Background: an optimization exercise with open tools, aiming at small area. Do not read the settings as production practice.
In this exercise RTL edits were held to simulation tests only and were not proved equivalent to the original.
Power is estimated from default activity; no workload was simulated.

Setup of exp/harbor:
==> flow/design.v (excerpt) <==
module unlocker
(
    input  logic              clk,
    input  logic              arstN,
    input  logic              locker,
    input  logic              btn1,
    input  logic              btn2,
    input  logic              btn3,
    input  logic              btn4,
    input  logic              btn5,
    input  logic              switch1,
    input  logic [3:0]        inputCount,
    input  logic [unlockerPkg::digitW-1:0] userNameInput0,
    input  logic [unlockerPkg::digitW-1:0] userNameInput1,
    input  logic [unlockerPkg::digitW-1:0] userNameInput2,
    input  logic [unlockerPkg::digitW-1:0] userNameInput3,
    input  logic [unlockerPkg::digitW-1:0] passwordInput0,
    input  logic [unlockerPkg::digitW-1:0] passwordInput1,
    input  logic [unlockerPkg::digitW-1:0] passwordInput2,
    input  logic [unlockerPkg::digitW-1:0] passwordInput3,
    input  logic              flagResolve,
    output logic              lock,
    output logic              flag,
    output logic              flagSelect,
    output logic              resetCount
);
clock: 10.0 ns
lec_check: 0
cap_margin: 20
core_margin: 2
core_utilization: 80
gpl_timing_driven: 1
place_density: 0.9
slew_margin: 20
standard.sh (not shown) runs the stock make flow with config.mk's settings and CLKGATE_MAP_FILE= SYNTH_SCRIPT=/design/flow/synth_recipe.tcl, a recipe that flattens the netlist after the stock synthesis.
==> flow/flow/run.sh <==
#!/bin/bash
# The standard layout (standard.sh) with area-oriented settings:
#  - synthesis: synth_recipe.tcl with an area-oriented abc script (flow/synth.tcl, flow/area.abc)
#  - the smallest buffer (buf_1) on every port
#  - CTS with clkbuf_16 on clusters of up to 30 sinks and no dummy loads
set -euo pipefail
here=$(pwd)
export AREA_ABC_SCRIPT=$here/flow/area.abc
bash standard.sh \
  SYNTH_SCRIPT=$here/flow/synth.tcl \
  BUFFER_PORTS_ARGS="-buffer_cell sky130_fd_sc_hd__buf_1" \
  CTS_ARGS="-sink_clustering_enable -repair_clock_nets -sink_clustering_size 30 -sink_clustering_max_diameter 100 -buf_list sky130_fd_sc_hd__clkbuf_16 -dont_use_dummy_load" \
  finish > standard.log 2>&1
==> flow/flow/area.abc <==
strash
&get -n
&dch
&nf -R 1000 -a
&put
==> flow/flow/synth.tcl <==
# synth_recipe.tcl with one change: abc maps with this flow's area script (flow/area.abc).
# Registers are mapped by dfflibmap before abc, so they are the standard synthesis's.
proc synth {args} { yosys synth -nofsm -noshare {*}$args }
proc abc {args} {
  set i [lsearch -exact $args -script]
  if { $i >= 0 } {
    set args [lreplace $args $i [expr { $i + 1 }] -script $::env(AREA_ABC_SCRIPT)]
  }
  yosys abc {*}$args
}
source $::env(SCRIPTS_DIR)/synth.tcl
# left out here: clear keep_hierarchy, flatten, clean up, hide names made inside functions, write 1_2_yosys.v
The final layout from exp/harbor, which completed every stage, passed the timing, DRC and antenna checks at the end of the flow.
> inputs changed (exp/harbor -> exp/umber)
- a change of CORE_UTILIZATION from 80 to 65
- a change of PLACE_DENSITY from 0.9 to 0.75
==> flow/flow/run.sh <==
#!/bin/bash
# The standard layout (standard.sh) with area-oriented settings:
#  - synthesis: synth_recipe.tcl with an area-oriented abc script (flow/synth.tcl, flow/area.abc)
#  - the smallest buffer (buf_1) on every port
#  - CTS with clkbuf_16 on clusters of up to 25 sinks and no dummy loads
set -euo pipefail
here=$(pwd)
export AREA_ABC_SCRIPT=$here/flow/area.abc
bash standard.sh \
  SYNTH_SCRIPT=$here/flow/synth.tcl \
  BUFFER_PORTS_ARGS="-buffer_cell sky130_fd_sc_hd__buf_1" \
  CTS_ARGS="-sink_clustering_enable -repair_clock_nets -sink_clustering_size 30 -sink_clustering_max_diameter 100 -buf_list {sky130_fd_sc_hd__clkbuf_8 sky130_fd_sc_hd__clkbuf_16} -dont_use_dummy_load" \
  finish > standard.log 2>&1
## What came out
No run among exp/harbor and exp/umber stopped early or left any final violation; all are clean.
Delta (exp/umber minus exp/harbor): non-clock buffer count saw an increase, via count of the first global-routing pass shows a reduction of about 10%.
exp/umber: worst hold slack is 0.0055 ns lower than what exp/harbor reported.
exp/harbor → exp/umber: total cell area at the placement stage climbed about 0.64%; post-layout instance area climbed 0.62%; post-route non-filler standard cell count climbed about 4.4%; routed wire length dropped 2500 µm.
Power per unit of standard cell area for exp/umber: 0.84% down relative to exp/harbor
Changes in exp/ember relative to exp/umber:
- removing PLACE_DENSITY (formerly 0.75)
- setting CTS_CLUSTER_DIAMETER to 50 for the first time
- changing CORE_UTILIZATION from 65 to 40
- setting CTS_CLUSTER_SIZE to 15 for the first time
- setting CTS_BUF_LIST to sky130_fd_sc_hd__clkbuf_8 for the first time
- removing GPL_TIMING_DRIVEN (formerly 1)
==> flow/run.sh (new file) <==
#!/bin/bash
# synth_recipe.tcl (not shown) runs the flow's synth.tcl, then flattens the netlist and writes it again
# the make line also repeats each setting of config.mk as NAME=value (left out here)
make -C /OpenROAD-flow-scripts/flow DESIGN_CONFIG=/design/flow/config.mk WORK_HOME=/design/flow/orfs CLKGATE_MAP_FILE= SYNTH_SCRIPT=/design/flow/synth_recipe.tcl finish
removed: flow/flow/run.sh
removed: flow/flow/area.abc
removed: flow/flow/synth.tcl
removed: flow/standard.sh
==> run notes <==
Between exp/umber and exp/ember, the worst hold slack figures differ only marginally.
Utilization: exp/ember vs exp/umber down 27 points
Relative to exp/umber, count of clock buffers in the final design has increased by 15 in exp/ember.
Fmax | exp/ember vs exp/umber | exp/ember faster
For exp/ember, the destination of the critical timing path was passwords[127]$_DFFE_PP_, unlike exp/umber, where it was curUser[0]$_DFFE_PP_.
exp/ember: layout overhead on the synthesized area 3.4 points above exp/umber
When the final numbers for exp/ember and exp/umber were put side by side, the sequential share of layout area turned out to be greater in exp/umber.
#### Input delta (exp/juniper over exp/ember)
- changing CORE_UTILIZATION from 40 to 80
- setting GPL_TIMING_DRIVEN to 1 for the first time
- removing CTS_BUF_LIST (formerly sky130_fd_sc_hd__clkbuf_8)
- setting PLACE_DENSITY to 0.9 for the first time
- removing CTS_CLUSTER_SIZE (formerly 15)
- removing CTS_CLUSTER_DIAMETER (formerly 50)
==> flow/flow/run.sh (new file) <==
#!/bin/bash
# The standard layout (standard.sh) with area-oriented settings:
#  - synthesis: synth_recipe.tcl with an area-oriented abc script (flow/synth.tcl, flow/area.abc)
#  - the smallest buffer (buf_1) on every port
#  - CTS with clkbuf_16 on clusters of up to 25 sinks and no dummy loads
set -euo pipefail
here=$(pwd)
export AREA_ABC_SCRIPT=$here/flow/area.abc
bash standard.sh \
  SYNTH_SCRIPT=$here/flow/synth.tcl \
  BUFFER_PORTS_ARGS="-buffer_cell sky130_fd_sc_hd__buf_1" \
  CTS_ARGS="-sink_clustering_enable -repair_clock_nets -sink_clustering_size 30 -sink_clustering_max_diameter 100 -buf_list sky130_fd_sc_hd__clkbuf_16 -dont_use_dummy_load" \
  RECOVER_POWER=100 \
  POST_GLOBAL_ROUTE_TCL=$here/flow/post_grt.tcl \
  finish > standard.log 2>&1
==> flow/flow/area.abc (new file) <==
strash
&get -n
&dch
&nf -R 1000 -a
&put
==> flow/flow/post_grt.tcl (new file) <==
# After ORFS's power recovery (RECOVER_POWER), which downsizes cells on paths with slack
# to spare, repair any max-slew or max-capacitance violation it left, then re-route the
# nets that changed. Done twice.
for {set pass 0} {$pass < 2} {incr pass} {
  global_route -start_incremental
  if { $pass > 0 } {
    repair_timing -recover_power 100 -verbose
  }
  repair_design_helper
  detailed_placement
  global_route -end_incremental -congestion_report_file $::env(REPORTS_DIR)/congestion_post_area_repair_$pass.rpt
  estimate_parasitics -global_routing
}
report_check_types -max_slew -max_capacitance -violators
==> flow/flow/synth.tcl (new file) <==
# synth_recipe.tcl with one change: abc maps with this flow's area script (flow/area.abc).
# Registers are mapped by dfflibmap before abc, so they are the standard synthesis's.
proc synth {args} { yosys synth -nofsm -noshare {*}$args }
proc abc {args} {
  set i [lsearch -exact $args -script]
  if { $i >= 0 } {
    set args [lreplace $args $i [expr { $i + 1 }] -script $::env(AREA_ABC_SCRIPT)]
  }
  yosys abc {*}$args
}
source $::env(SCRIPTS_DIR)/synth.tcl
# left out here: clear keep_hierarchy, flatten, clean up, hide names made inside functions, write 1_2_yosys.v
==> flow/standard.sh (new file) <==
#!/bin/bash
# synth_recipe.tcl (not shown) runs the flow's synth.tcl, then flattens the netlist and writes it again
# the make line also repeats each setting of config.mk as NAME=value (left out here)
make -C /OpenROAD-flow-scripts/flow DESIGN_CONFIG=/design/flow/config.mk WORK_HOME=/design/flow/orfs CLKGATE_MAP_FILE= SYNTH_SCRIPT=/design/flow/synth_recipe.tcl "${@:-finish}"
removed: flow/run.sh
## What came out
A source of the critical timing path of userNameInput0[0] is what exp/juniper shows, while userNameInput1[1] belongs to exp/ember.
When exp/juniper is set beside exp/ember, its post-route worst setup slack turns out to be 1.26 ns smaller.
Compared to exp/ember, exp/juniper has synthesized instance count 16 lower.
Looking at global-route usage, exp/juniper sits 21 points higher than exp/ember does.
Setup changes, exp/juniper to exp/violet
- CTS_CLUSTER_DIAMETER newly set to 80
- GPL_TIMING_DRIVEN removed (was 1)
- CTS_BUF_LIST newly set to sky130_fd_sc_hd__clkbuf_16
- PLACE_DENSITY removed (was 0.9)
- CORE_UTILIZATION changed from 80 to 40
- CTS_CLUSTER_SIZE newly set to 25
==> flow/flow/run.sh <==
#!/bin/bash
# Standard ORFS layout (the standard.sh, unchanged synthesis) with area-oriented knobs:
# smallest buffer on every port, no CTS dummy loads, power/area recovery after routing repair.
set -euo pipefail
bash standard.sh \
  BUFFER_PORTS_ARGS="-buffer_cell sky130_fd_sc_hd__buf_1" \
  CTS_ARGS="-sink_clustering_enable -repair_clock_nets -sink_clustering_size 25 -sink_clustering_max_diameter 80 -buf_list sky130_fd_sc_hd__clkbuf_16 -dont_use_dummy_load" \
  RECOVER_POWER=100 \
  finish > standard.log 2>&1
removed: flow/flow/area.abc
removed: flow/flow/post_grt.tcl
removed: flow/flow/synth.tcl
Results
exp/violet had finished all stages when the layout checks came back failing, citing capacitance limit, slew limit. When exp/violet is set beside exp/juniper, its number of filler instances in the final layout turns out to be 1960 larger. From exp/juniper to exp/violet the numbers moved as follows: number of cells on the worst hold path shows a reduction of 1, cell area after layout shows an increase of 6.0%, core box area shows an increase of 110%, worst slack after detailed placement shows an increase of 0.60 ns, number of pins exceeding their max-slew limit in the final report shows an increase of 47. exp/juniper → exp/violet: synthesized netlist net count +about 2%, sequential share of cell area -3.8 points, slack of the worst reg-to-reg path -0.48 ns.

==> port drivers added, routing unchanged <==
How much do the figures lean on ideal ports? The routed layouts below were timed once more, with nothing changed but the port constraints.
Step 1 sets driving cells, clkbuf_16 on the clock port and buf_2 on the other inputs (assumed; they add their load-dependent delay and slew).
Step 2 moves the port delays by t, midway between the first and last clock arrival at a register: inputs arrive t later, outputs are due t later. That takes back most of the time a late clock gives input paths.
Slacks: ideal / step 1 / step 2; pairs: ideal / step 1.
run | t (ns) | setup slack, ns | clock arrival spread, ns | worst data-port slew with drivers (ns)
exp/harbor | 0.512 | 3.301 / 3.312 / 2.800 | 0.027 / 0.027 | 0.05
exp/umber | 0.502 | 3.617 / 3.635 / 3.133 | 0.028 / 0.028 | 0.05
exp/ember | 0.622 | 3.946 / 3.964 / 3.342 | 0.037 / 0.036 | 0.04
exp/juniper | 0.512 | 2.683 / 2.705 / 2.193 | 0.025 / 0.026 | 0.05
exp/violet | 0.520 | 2.568 / 2.591 / 2.071 | 0.032 / 0.033 | 0.05
For exp/ember, which loses most, drivers alone change the setup slack by +0.018 ns; drivers and shift together by -0.604 ns.
